Source: an optimization exercise on an open RTL-to-GDS flow (aim: small area). Production flows keep margins and buffers that such runs may drop. Only simulation tests tie the RTL to the original design; equivalence was not proved. Power is estimated from default activity; no workload was simulated.

==> design/flow/config.mk <==
export PLATFORM = sky130hd
export DESIGN_NAME = skin_box_overlay_top
export DESIGN_NICKNAME = skin_box_overlay_top
export VERILOG_FILES = /design/flow/design.v
export SDC_FILE = /design/flow/constraint.sdc
export NUM_CORES = 4
export LEC_CHECK = 0
export CAP_MARGIN = 20
export CORE_MARGIN = 2
export CORE_UTILIZATION = 30
export SLEW_MARGIN = 20
==> design/flow/constraint.sdc <==
create_clock -name core_clock -period 10.0 [get_ports {clk}]
set_input_delay 2.0000 -clock core_clock [delete_from_list [all_inputs] [get_ports {clk}]]
set_output_delay 2.0000 -clock core_clock [all_outputs]
set_load 0.01 [all_outputs]
==> design/flow/design.v <==
package vision_pkg;
    typedef logic [9:0] coord_t;
    typedef logic [7:0] chroma_t;
    typedef logic [6:0] luma_t;
    typedef logic [21:0] area_t;
    typedef logic [15:0] thresh_t;
    typedef enum logic {
        OVERLAY_OFF = 1'b0,
        OVERLAY_RED = 1'b1
    } overlay_mode_e;
    localparam int FRAME_W = 640;
    localparam int FRAME_H = 480;
    localparam int REGION_SIZE  = 160;
    localparam int REGION_COLS  = 4;
    localparam int REGION_ROWS  = 3;
    localparam int REGION_COUNT = REGION_COLS * REGION_ROWS;
    localparam coord_t COORD_EMPTY = 10'd641;
    localparam int SAMPLE_PERIOD = 5;
    localparam int CHROMA_TOL = 16;
    localparam thresh_t AREA_THRESH_DEFAULT = 16'd16;
endpackage
module skin_pixel_capture (
    input  logic               clk,
    input  logic               reset,
    input  logic               vsync_i,
    input  logic               href_i,
    input  logic               pix_stb_i,
    input  vision_pkg::chroma_t u_i,
    input  vision_pkg::chroma_t v_i,
    input  vision_pkg::chroma_t u_ref_i,
    input  vision_pkg::chroma_t v_ref_i,
    output logic               hit_stb_o,
    output logic               frame_end_o,
    output vision_pkg::coord_t  hit_x_o,
    output vision_pkg::coord_t  hit_y_o
);
    logic   href_q;
    logic   vsync_q;
    logic   href_fall;
    logic   vsync_rise;
    vision_pkg::coord_t x_cnt;
    vision_pkg::coord_t y_cnt;
    logic   chroma_match;
    logic   in_frame;
    logic   pix_hit;
    function automatic vision_pkg::chroma_t abs_diff(input vision_pkg::chroma_t a, input vision_pkg::chroma_t b);
        abs_diff = (a >= b) ? (a - b) : (b - a);
    endfunction
    assign href_fall  = href_q & ~href_i;
    assign vsync_rise = vsync_i & ~vsync_q;
    assign chroma_match = (abs_diff(u_i, u_ref_i) <= vision_pkg::CHROMA_TOL) &&
                          (abs_diff(v_i, v_ref_i) <= vision_pkg::CHROMA_TOL);
    assign in_frame = (x_cnt < vision_pkg::FRAME_W) && (y_cnt < vision_pkg::FRAME_H);
    assign pix_hit  = pix_stb_i && href_i && in_frame && chroma_match;
    always_ff @(posedge clk or posedge reset) begin
        if (reset) begin
            href_q      <= 1'b0;
            vsync_q     <= 1'b0;
            x_cnt       <= '0;
            y_cnt       <= '0;
            hit_stb_o   <= 1'b0;
            frame_end_o <= 1'b0;
        end else begin
            href_q      <= href_i;
            vsync_q     <= vsync_i;
            hit_stb_o   <= pix_hit;
            frame_end_o <= vsync_rise;
            if (href_fall) begin
                x_cnt <= '0;
            end else if (pix_stb_i && href_i && (x_cnt < vision_pkg::FRAME_W)) begin
                x_cnt <= x_cnt + 1'b1;
            end
            if (vsync_rise) begin
                y_cnt <= '0;
            end else if (href_fall && (y_cnt < vision_pkg::FRAME_H)) begin
                y_cnt <= y_cnt + 1'b1;
            end
        end
    end
    always_ff @(posedge clk) begin
        hit_x_o <= x_cnt;
        hit_y_o <= y_cnt;
    end
endmodule
module region_box_tracker (
    input  logic              clk,
    input  logic              reset,
    input  logic              hit_stb_i,
    input  logic              frame_end_i,
    input  vision_pkg::coord_t hit_x_i,
    input  vision_pkg::coord_t hit_y_i,
    output vision_pkg::coord_t [vision_pkg::REGION_COUNT-1:0] min_x_o,
    output vision_pkg::coord_t [vision_pkg::REGION_COUNT-1:0] max_x_o,
    output vision_pkg::coord_t [vision_pkg::REGION_COUNT-1:0] min_y_o,
    output vision_pkg::coord_t [vision_pkg::REGION_COUNT-1:0] max_y_o
);
    logic [1:0] hit_col;
    logic [1:0] hit_row;
    logic [3:0] region_idx;
    assign hit_col    = 2'(hit_x_i / vision_pkg::REGION_SIZE);
    assign hit_row    = 2'(hit_y_i / vision_pkg::REGION_SIZE);
    assign region_idx = 4'(hit_row * vision_pkg::REGION_COLS + hit_col);
    always_ff @(posedge clk or posedge reset) begin
        if (reset) begin
            for (int r = 0; r < vision_pkg::REGION_COUNT; r++) begin
                min_x_o[r] <= vision_pkg::COORD_EMPTY;
                max_x_o[r] <= '0;
                min_y_o[r] <= vision_pkg::COORD_EMPTY;
                max_y_o[r] <= '0;
            end
        end else if (frame_end_i) begin
            for (int r = 0; r < vision_pkg::REGION_COUNT; r++) begin
                min_x_o[r] <= vision_pkg::COORD_EMPTY;
                max_x_o[r] <= '0;
                min_y_o[r] <= vision_pkg::COORD_EMPTY;
                max_y_o[r] <= '0;
            end
        end else if (hit_stb_i) begin
            if (hit_x_i < min_x_o[region_idx]) begin
                min_x_o[region_idx] <= hit_x_i;
            end
            if (hit_x_i > max_x_o[region_idx]) begin
                max_x_o[region_idx] <= hit_x_i;
            end
            if (hit_y_i < min_y_o[region_idx]) begin
                min_y_o[region_idx] <= hit_y_i;
            end
            if (hit_y_i > max_y_o[region_idx]) begin
                max_y_o[region_idx] <= hit_y_i;
            end
        end
    end
endmodule
module box_sampler (
    input  logic              clk,
    input  logic              reset,
    input  logic              frame_end_i,
    input  vision_pkg::coord_t [vision_pkg::REGION_COUNT-1:0] min_x_i,
    input  vision_pkg::coord_t [vision_pkg::REGION_COUNT-1:0] max_x_i,
    input  vision_pkg::coord_t [vision_pkg::REGION_COUNT-1:0] min_y_i,
    input  vision_pkg::coord_t [vision_pkg::REGION_COUNT-1:0] max_y_i,
    output vision_pkg::coord_t [vision_pkg::REGION_COUNT-1:0] min_x_o,
    output vision_pkg::coord_t [vision_pkg::REGION_COUNT-1:0] max_x_o,
    output vision_pkg::coord_t [vision_pkg::REGION_COUNT-1:0] min_y_o,
    output vision_pkg::coord_t [vision_pkg::REGION_COUNT-1:0] max_y_o
);
    logic [2:0] frame_cnt;
    logic       latch_now;
    assign latch_now = frame_end_i && (frame_cnt == 3'(vision_pkg::SAMPLE_PERIOD - 1));
    always_ff @(posedge clk or posedge reset) begin
        if (reset) begin
            frame_cnt <= '0;
            for (int r = 0; r < vision_pkg::REGION_COUNT; r++) begin
                min_x_o[r] <= vision_pkg::COORD_EMPTY;
                max_x_o[r] <= '0;
                min_y_o[r] <= vision_pkg::COORD_EMPTY;
                max_y_o[r] <= '0;
            end
        end else if (latch_now) begin
            frame_cnt <= '0;
            min_x_o   <= min_x_i;
            max_x_o   <= max_x_i;
            min_y_o   <= min_y_i;
            max_y_o   <= max_y_i;
        end else if (frame_end_i) begin
            frame_cnt <= frame_cnt + 1'b1;
        end
    end
endmodule
module box_area_filter (
    input  logic               clk,
    input  logic               reset,
    input  vision_pkg::thresh_t area_thresh_i,
    input  vision_pkg::coord_t [vision_pkg::REGION_COUNT-1:0]  min_x_i,
    input  vision_pkg::coord_t [vision_pkg::REGION_COUNT-1:0]  max_x_i,
    input  vision_pkg::coord_t [vision_pkg::REGION_COUNT-1:0]  min_y_i,
    input  vision_pkg::coord_t [vision_pkg::REGION_COUNT-1:0]  max_y_i,
    output vision_pkg::coord_t [vision_pkg::REGION_COUNT-1:0]  min_x_o,
    output vision_pkg::coord_t [vision_pkg::REGION_COUNT-1:0]  max_x_o,
    output vision_pkg::coord_t [vision_pkg::REGION_COUNT-1:0]  min_y_o,
    output vision_pkg::coord_t [vision_pkg::REGION_COUNT-1:0]  max_y_o,
    output logic [vision_pkg::REGION_COUNT-1:0]               box_valid_o
);
    vision_pkg::thresh_t     thresh_eff;
    logic [vision_pkg::REGION_COUNT-1:0][10:0] box_w;
    logic [vision_pkg::REGION_COUNT-1:0][10:0] box_h;
    vision_pkg::area_t [vision_pkg::REGION_COUNT-1:0]       box_area;
    logic [vision_pkg::REGION_COUNT-1:0]        box_exists;
    logic [vision_pkg::REGION_COUNT-1:0]        box_keep;
    assign thresh_eff = (area_thresh_i == '0) ? vision_pkg::AREA_THRESH_DEFAULT : area_thresh_i;
    always_comb begin
        for (int r = 0; r < vision_pkg::REGION_COUNT; r++) begin
            box_exists[r] = (min_x_i[r] != vision_pkg::COORD_EMPTY) && (min_y_i[r] != vision_pkg::COORD_EMPTY) &&
                            (max_x_i[r] >= min_x_i[r]) && (max_y_i[r] >= min_y_i[r]);
            box_w[r]    = 11'(max_x_i[r]) - 11'(min_x_i[r]) + 11'd1;
            box_h[r]    = 11'(max_y_i[r]) - 11'(min_y_i[r]) + 11'd1;
            box_area[r] = vision_pkg::area_t'(box_w[r]) * vision_pkg::area_t'(box_h[r]);
            box_keep[r] = box_exists[r] && (box_area[r] >= vision_pkg::area_t'(thresh_eff));
        end
    end
    always_ff @(posedge clk or posedge reset) begin
        if (reset) begin
            for (int r = 0; r < vision_pkg::REGION_COUNT; r++) begin
                min_x_o[r]     <= vision_pkg::COORD_EMPTY;
                max_x_o[r]     <= '0;
                min_y_o[r]     <= vision_pkg::COORD_EMPTY;
                max_y_o[r]     <= '0;
                box_valid_o[r] <= 1'b0;
            end
        end else begin
            min_x_o     <= min_x_i;
            max_x_o     <= max_x_i;
            min_y_o     <= min_y_i;
            max_y_o     <= max_y_i;
            box_valid_o <= box_keep;
        end
    end
endmodule
module box_overlay (
    input  logic                     clk,
    input  logic                     reset,
    input  vision_pkg::overlay_mode_e mode_i,
    input  vision_pkg::coord_t        draw_x_i,
    input  vision_pkg::coord_t        draw_y_i,
    input  vision_pkg::luma_t         luma_i,
    input  vision_pkg::coord_t [vision_pkg::REGION_COUNT-1:0]        min_x_i,
    input  vision_pkg::coord_t [vision_pkg::REGION_COUNT-1:0]        max_x_i,
    input  vision_pkg::coord_t [vision_pkg::REGION_COUNT-1:0]        min_y_i,
    input  vision_pkg::coord_t [vision_pkg::REGION_COUNT-1:0]        max_y_i,
    input  logic [vision_pkg::REGION_COUNT-1:0]                     box_valid_i,
    output vision_pkg::luma_t         red_o,
    output vision_pkg::luma_t         green_o,
    output vision_pkg::luma_t         blue_o
);
    logic [vision_pkg::REGION_COUNT-1:0] span_x;
    logic [vision_pkg::REGION_COUNT-1:0] span_y;
    logic [vision_pkg::REGION_COUNT-1:0] edge_hit;
    logic on_edge;
    logic paint;
    always_comb begin
        on_edge = 1'b0;
        for (int r = 0; r < vision_pkg::REGION_COUNT; r++) begin
            span_x[r] = (draw_x_i >= min_x_i[r]) && (draw_x_i <= max_x_i[r]);
            span_y[r] = (draw_y_i >= min_y_i[r]) && (draw_y_i <= max_y_i[r]);
            edge_hit[r] = box_valid_i[r] &&
                          ((((draw_y_i == min_y_i[r]) || (draw_y_i == max_y_i[r])) && span_x[r]) ||
                           (((draw_x_i == min_x_i[r]) || (draw_x_i == max_x_i[r])) && span_y[r]));
            on_edge = on_edge | edge_hit[r];
        end
    end
    assign paint = on_edge && (mode_i == vision_pkg::OVERLAY_RED);
    always_ff @(posedge clk or posedge reset) begin
        if (reset) begin
            red_o   <= '0;
            green_o <= '0;
            blue_o  <= '0;
        end else if (paint) begin
            red_o   <= '1;
            green_o <= '0;
            blue_o  <= '0;
        end else begin
            red_o   <= luma_i;
            green_o <= luma_i;
            blue_o  <= luma_i;
        end
    end
endmodule
module skin_box_overlay_top (
    input  logic                     clk,
    input  logic                     reset,
    input  logic                     vsync_i,
    input  logic                     href_i,
    input  logic                     pix_stb_i,
    input  vision_pkg::chroma_t       u_i,
    input  vision_pkg::chroma_t       v_i,
    input  vision_pkg::chroma_t       u_ref_i,
    input  vision_pkg::chroma_t       v_ref_i,
    input  vision_pkg::thresh_t       area_thresh_i,
    input  vision_pkg::overlay_mode_e mode_i,
    input  vision_pkg::coord_t        draw_x_i,
    input  vision_pkg::coord_t        draw_y_i,
    input  vision_pkg::luma_t         luma_i,
    output vision_pkg::luma_t         red_o,
    output vision_pkg::luma_t         green_o,
    output vision_pkg::luma_t         blue_o
);
    logic   hit_stb;
    logic   frame_end_stb;
    vision_pkg::coord_t hit_x;
    vision_pkg::coord_t hit_y;
    vision_pkg::coord_t [vision_pkg::REGION_COUNT-1:0] trk_min_x;
    vision_pkg::coord_t [vision_pkg::REGION_COUNT-1:0] trk_max_x;
    vision_pkg::coord_t [vision_pkg::REGION_COUNT-1:0] trk_min_y;
    vision_pkg::coord_t [vision_pkg::REGION_COUNT-1:0] trk_max_y;
    vision_pkg::coord_t [vision_pkg::REGION_COUNT-1:0] smp_min_x;
    vision_pkg::coord_t [vision_pkg::REGION_COUNT-1:0] smp_max_x;
    vision_pkg::coord_t [vision_pkg::REGION_COUNT-1:0] smp_min_y;
    vision_pkg::coord_t [vision_pkg::REGION_COUNT-1:0] smp_max_y;
    vision_pkg::coord_t [vision_pkg::REGION_COUNT-1:0] flt_min_x;
    vision_pkg::coord_t [vision_pkg::REGION_COUNT-1:0] flt_max_x;
    vision_pkg::coord_t [vision_pkg::REGION_COUNT-1:0] flt_min_y;
    vision_pkg::coord_t [vision_pkg::REGION_COUNT-1:0] flt_max_y;
    logic [vision_pkg::REGION_COUNT-1:0]   box_valid;
    skin_pixel_capture capture_i (
        .clk(clk), .reset(reset),
        .vsync_i(vsync_i), .href_i(href_i), .pix_stb_i(pix_stb_i),
        .u_i(u_i), .v_i(v_i), .u_ref_i(u_ref_i), .v_ref_i(v_ref_i),
        .hit_stb_o(hit_stb), .frame_end_o(frame_end_stb),
        .hit_x_o(hit_x), .hit_y_o(hit_y)
    );
    region_box_tracker tracker_i (
        .clk(clk), .reset(reset),
        .hit_stb_i(hit_stb), .frame_end_i(frame_end_stb),
        .hit_x_i(hit_x), .hit_y_i(hit_y),
        .min_x_o(trk_min_x), .max_x_o(trk_max_x),
        .min_y_o(trk_min_y), .max_y_o(trk_max_y)
    );
    box_sampler sampler_i (
        .clk(clk), .reset(reset), .frame_end_i(frame_end_stb),
        .min_x_i(trk_min_x), .max_x_i(trk_max_x),
        .min_y_i(trk_min_y), .max_y_i(trk_max_y),
        .min_x_o(smp_min_x), .max_x_o(smp_max_x),
        .min_y_o(smp_min_y), .max_y_o(smp_max_y)
    );
    box_area_filter filter_i (
        .clk(clk), .reset(reset), .area_thresh_i(area_thresh_i),
        .min_x_i(smp_min_x), .max_x_i(smp_max_x),
        .min_y_i(smp_min_y), .max_y_i(smp_max_y),
        .min_x_o(flt_min_x), .max_x_o(flt_max_x),
        .min_y_o(flt_min_y), .max_y_o(flt_max_y),
        .box_valid_o(box_valid)
    );
    box_overlay overlay_i (
        .clk(clk), .reset(reset), .mode_i(mode_i),
        .draw_x_i(draw_x_i), .draw_y_i(draw_y_i), .luma_i(luma_i),
        .min_x_i(flt_min_x), .max_x_i(flt_max_x),
        .min_y_i(flt_min_y), .max_y_i(flt_max_y),
        .box_valid_i(box_valid),
        .red_o(red_o), .green_o(green_o), .blue_o(blue_o)
    );
endmodule
==> design/flow/run.sh <==
#!/bin/bash
# synth_recipe.tcl (not shown) runs the flow's synth.tcl, then flattens the netlist and writes it again
# the make line also repeats each setting of config.mk as NAME=value (left out here)
make -C /OpenROAD-flow-scripts/flow DESIGN_CONFIG=/design/flow/config.mk WORK_HOME=/design/flow/orfs CLKGATE_MAP_FILE= SYNTH_SCRIPT=/design/flow/synth_recipe.tcl finish
==> reports/metrics.yaml <==
combPwrFrac_pct: 54.2
die_h_um: 688
vias: 113000
initial_utilization_pct: 30.1
pwr-share-clk_pct: 22.8
grt_max_degree: 180
io_pins: 102
htreeDepth: 4
die_x_um: 688
synth_flop_cell: "dfrtp_1"
core-area_um2: 467000
rows: 251
max_slew.worst_pin.slew_ps: 1390
routedWlPerCell_um: 24.8
peakVddDrop_mv: 0.263
yosysUniqueCellTypes: 105
yosysWarnings: 5
final_area_um2: 156000
critical-path-max-stage-delay_ps: 590
post-route-util_pct: 33.5
p_int_mw: 17.8
skew_ps: 90.1
end_kind: "flip-flop"
first_pass_iters: 9
multi_input_area_um2: 92100
synth_xor_area_share_pct: 2.26
clk_path_buf_depth: 4
seqCellArea_um2: 38000
p_sw_share_pct: 41.7
grt_pass1_wl_um: 772000
fin_crit_sh_pct: 91.9
synthSimpleGateAreaFrac_pct: 14.4
stdcell_count: 21500
setup_slack_ps: 812
hold_depth: 0
setup_violations: 0
hpwl_um: 424000
synth_cells: 15100
grt_antenna_before_repair: 74
tritoncts: "built"
cts_resized: 0
first_iter_violations: 11200
layout.nets: 18300
drc: 0
dp_slack_ps: 860
fillers: 48000
ys_seq_area_share_pct: 27.1
ant_nets: 0
grt-ovfl-total: 0
postCtsSetupBuffers: 0
ys_async_sr_fraction_pct: 98.7
placement.io_buffers: 101
cpMostUsedCell: "fa_1"
synth_edf_count: 0
pwr-share-seq_pct: 23.0
fin_crit_ps: 9190
slew_headroom_pct: 7.56
synth_top_family_by_area: "adder cells"
die_area_um2: 474000
cts_inserted_buffers: 178
place_inst: 21100
synthAdderAreaFrac_pct: 33.0
max_cap_violations: 0
synth-compound-area-share_pct: 11.4
power.switching_mw: 12.7
place.gp.congestion: 1.11
leakagePower_nw: 75.5
slew_viol_final: 0
worstPathArrival_ps: 9980
slowest_stage: "o311ai_0"
drive_gt1_share_pct: 9.87
criticalPathCategory: "flip-flop to flip-flop"
rsz0062_at_grt: "no"
hold_ws_ps: 364
hold_viol: 0
fin_tns_setup_ps: 0
required_ps: 10790
cts-hold-fix-buffers: 0
routed_wl_um: 533000
cts-root-buf: "clkbuf_16"
r2r_cells: 36
crit_fanout: 11
syn-cell-area_um2: 140000
power_density_nw_per_um2: 195
grtUsageTotal_pct: 22.2
worstHoldPathType: "flip-flop to flip-flop"
ys_ff_latch: 1513
p_total_mw: 30.5
clock.fmax_mhz: 109
viasPerCell: 5.23
startpoint_type: "flip-flop"
area_growth_pct: 11.4
status: "no timing/DRC/antenna violations"
clk_latency_ps: 920
synth_nets: 18200
clock-sinks: 1513
clk_pin_slew_worst_paths_ps: 70
placed_cell_area_um2: 150000
avgSynthCellArea_um2: 9.30
grt_pass1_vias: 111000
synth.area.mux_share_pct: 4.17
==> Yosys cell counts (all sizes together) (44+ instances only) <==
cell / n / area [um2]
a211oi: 88 / 666
o21bai: 94 / 706
nand3: 432 / 2160
a31oi: 80 / 500
mux2i: 44 / 440
xor2: 162 / 1420
nor2: 631 / 2390
nand4: 153 / 957
o21a: 68 / 510
buf: 96 / 463
a21oi: 628 / 3140
a21o: 211 / 1580
ha: 1978 / 24700
o211ai: 56 / 420
fa: 1081 / 21600
clkbuf: 517 / 1940
nand2b: 156 / 976
xnor2: 200 / 1750
dfstp: 216 / 5680
nor3: 150 / 788
nor2b: 222 / 1390
dfrtp: 1277 / 32000
and2: 483 / 3020
nand2: 1908 / 7160
mux2: 481 / 5420
o21ai: 549 / 2750
nor4: 61 / 388
inv: 2237 / 8400
a22oi: 244 / 1830
==> logic make-up after synthesis <==
logic type,after synthesis
compound gates,2449
xor+xnor,362
fa+ha+maj,3059
buf+inv,2851
flops,1513
mux,525
simple gates,4340
==> cells in the final DEF (no fill, tap or decap), drive strengths merged, types with 200 or more instances in the layout <==
cell type	count
nand3	432
nand2	1908
fa	1081
ha	1978
dfrtp	1277
and2	483
buf	378
clkbuf	259
mux2	481
nor2	631
a21oi	628
a22oi	244
inv	2242
o21ai	549
nor2b	222
dfstp	216
a21o	211
xnor2	200
==> state kept, by name (all words and copies together), names as in the netlist, 12 cells and up <==
| signal | flops |
|---|---|
| filter_i.max_x_o | 120 |
| filter_i.max_y_o | 120 |
| filter_i.min_x_o | 120 |
| filter_i.min_y_o | 120 |
| sampler_i.max_x_o | 120 |
| sampler_i.max_y_o | 120 |
| sampler_i.min_x_o | 120 |
| sampler_i.min_y_o | 120 |
| tracker_i.max_x_o | 120 |
| tracker_i.max_y_o | 120 |
| tracker_i.min_x_o | 120 |
| tracker_i.min_y_o | 120 |
| filter_i.box_valid_o | 12 |
==> path summary, 6_finish.rpt <==
path	to	startpoint	slack (ps)
min reg2reg	filter_i.min_x_o[10]	sampler_i.min_x_o[10]	360
max in group asynchronous	filter_i.max_y_o[45]	reset	6180
min	filter_i.min_x_o[10]	sampler_i.min_x_o[10]	360
min in group asynchronous	capture_i.vsync_q	reset	1630
max reg2reg	filter_i.box_valid_o[0]	sampler_i.min_y_o[0]	810
max	filter_i.box_valid_o[0]	sampler_i.min_y_o[0]	810
==> cell type report <==
cell class / count / share of cell area (%)
Multi-Input combinational cell: 10700 / 58.8
Sequential cell: 1513 / 24.3
Inverter: 2238 / 5.38
Tap cell: 6198 / 4.96
Clock buffer: 258 / 3.29
Timing Repair Buffer: 461 / 2.49
Clock inverter: 70 / 0.659
Antenna cell: 42 / 0.0672
==> worst max-delay path: cells and delay by family (launching register included) <==
kind | cells | cell delay [ps]
xor gates and xnor gates | 2 | 560
and+or+nand+nor | 10 | 1240
adders and majority gates | 10 | 4010
AOI/OAI and AO/OA | 12 | 2580
buffers and inverters | 2 | 120
DFF | 1 | 570
==> per-layer routing <==
layer	share of wire [%]	global-route usage, %
met5	0.049	0
met4	6.2	11.2
met3	8.5	5.05
met2	43	33.8
met1	42	29.6
==> power groups by stage <==
| stage | sequential (mW) | combinational [mW] | clock, mW |
|---|---|---|---|
| floorplan | 6.97 | 12.5 | 0 |
| global placement | 7.09 | 16.3 | 0 |
| detailed placement | 7.10 | 16.5 | 0 |
| CTS | 7.00 | 16.7 | 7.02 |
| global route | 7.03 | 19.1 | 7.26 |
| finish | 7.00 | 16.5 | 6.94 |

-- re-timing with driven ports --
The results above use ideal ports. As a check the final layout listed here was re-extracted and re-timed, cells and wires unchanged.
Step 1 (the two cells are an assumption about what drives the block):
set clk [get_ports {clk}]
set_driving_cell -lib_cell sky130_fd_sc_hd__clkbuf_16 $clk
set_driving_cell -lib_cell sky130_fd_sc_hd__buf_2 [delete_from_list [all_inputs] $clk]
Step 2 also shifts input and output timing later by t, the mid clock arrival at the registers, as if the neighbouring blocks saw the same clock.
a / b / c = no drivers / after step 1 / after step 2; a / b = the first two.
t, ns: 0.979
slack for setup (ns): 0.812 / 0.812 / 0.812
hold WS [ns]: 0.364 / 0.364 / 0.364
After both steps this run still meets setup and hold. The setup slack of this run moves by 0.000 ns with the drivers and by 0.000 ns with both steps.
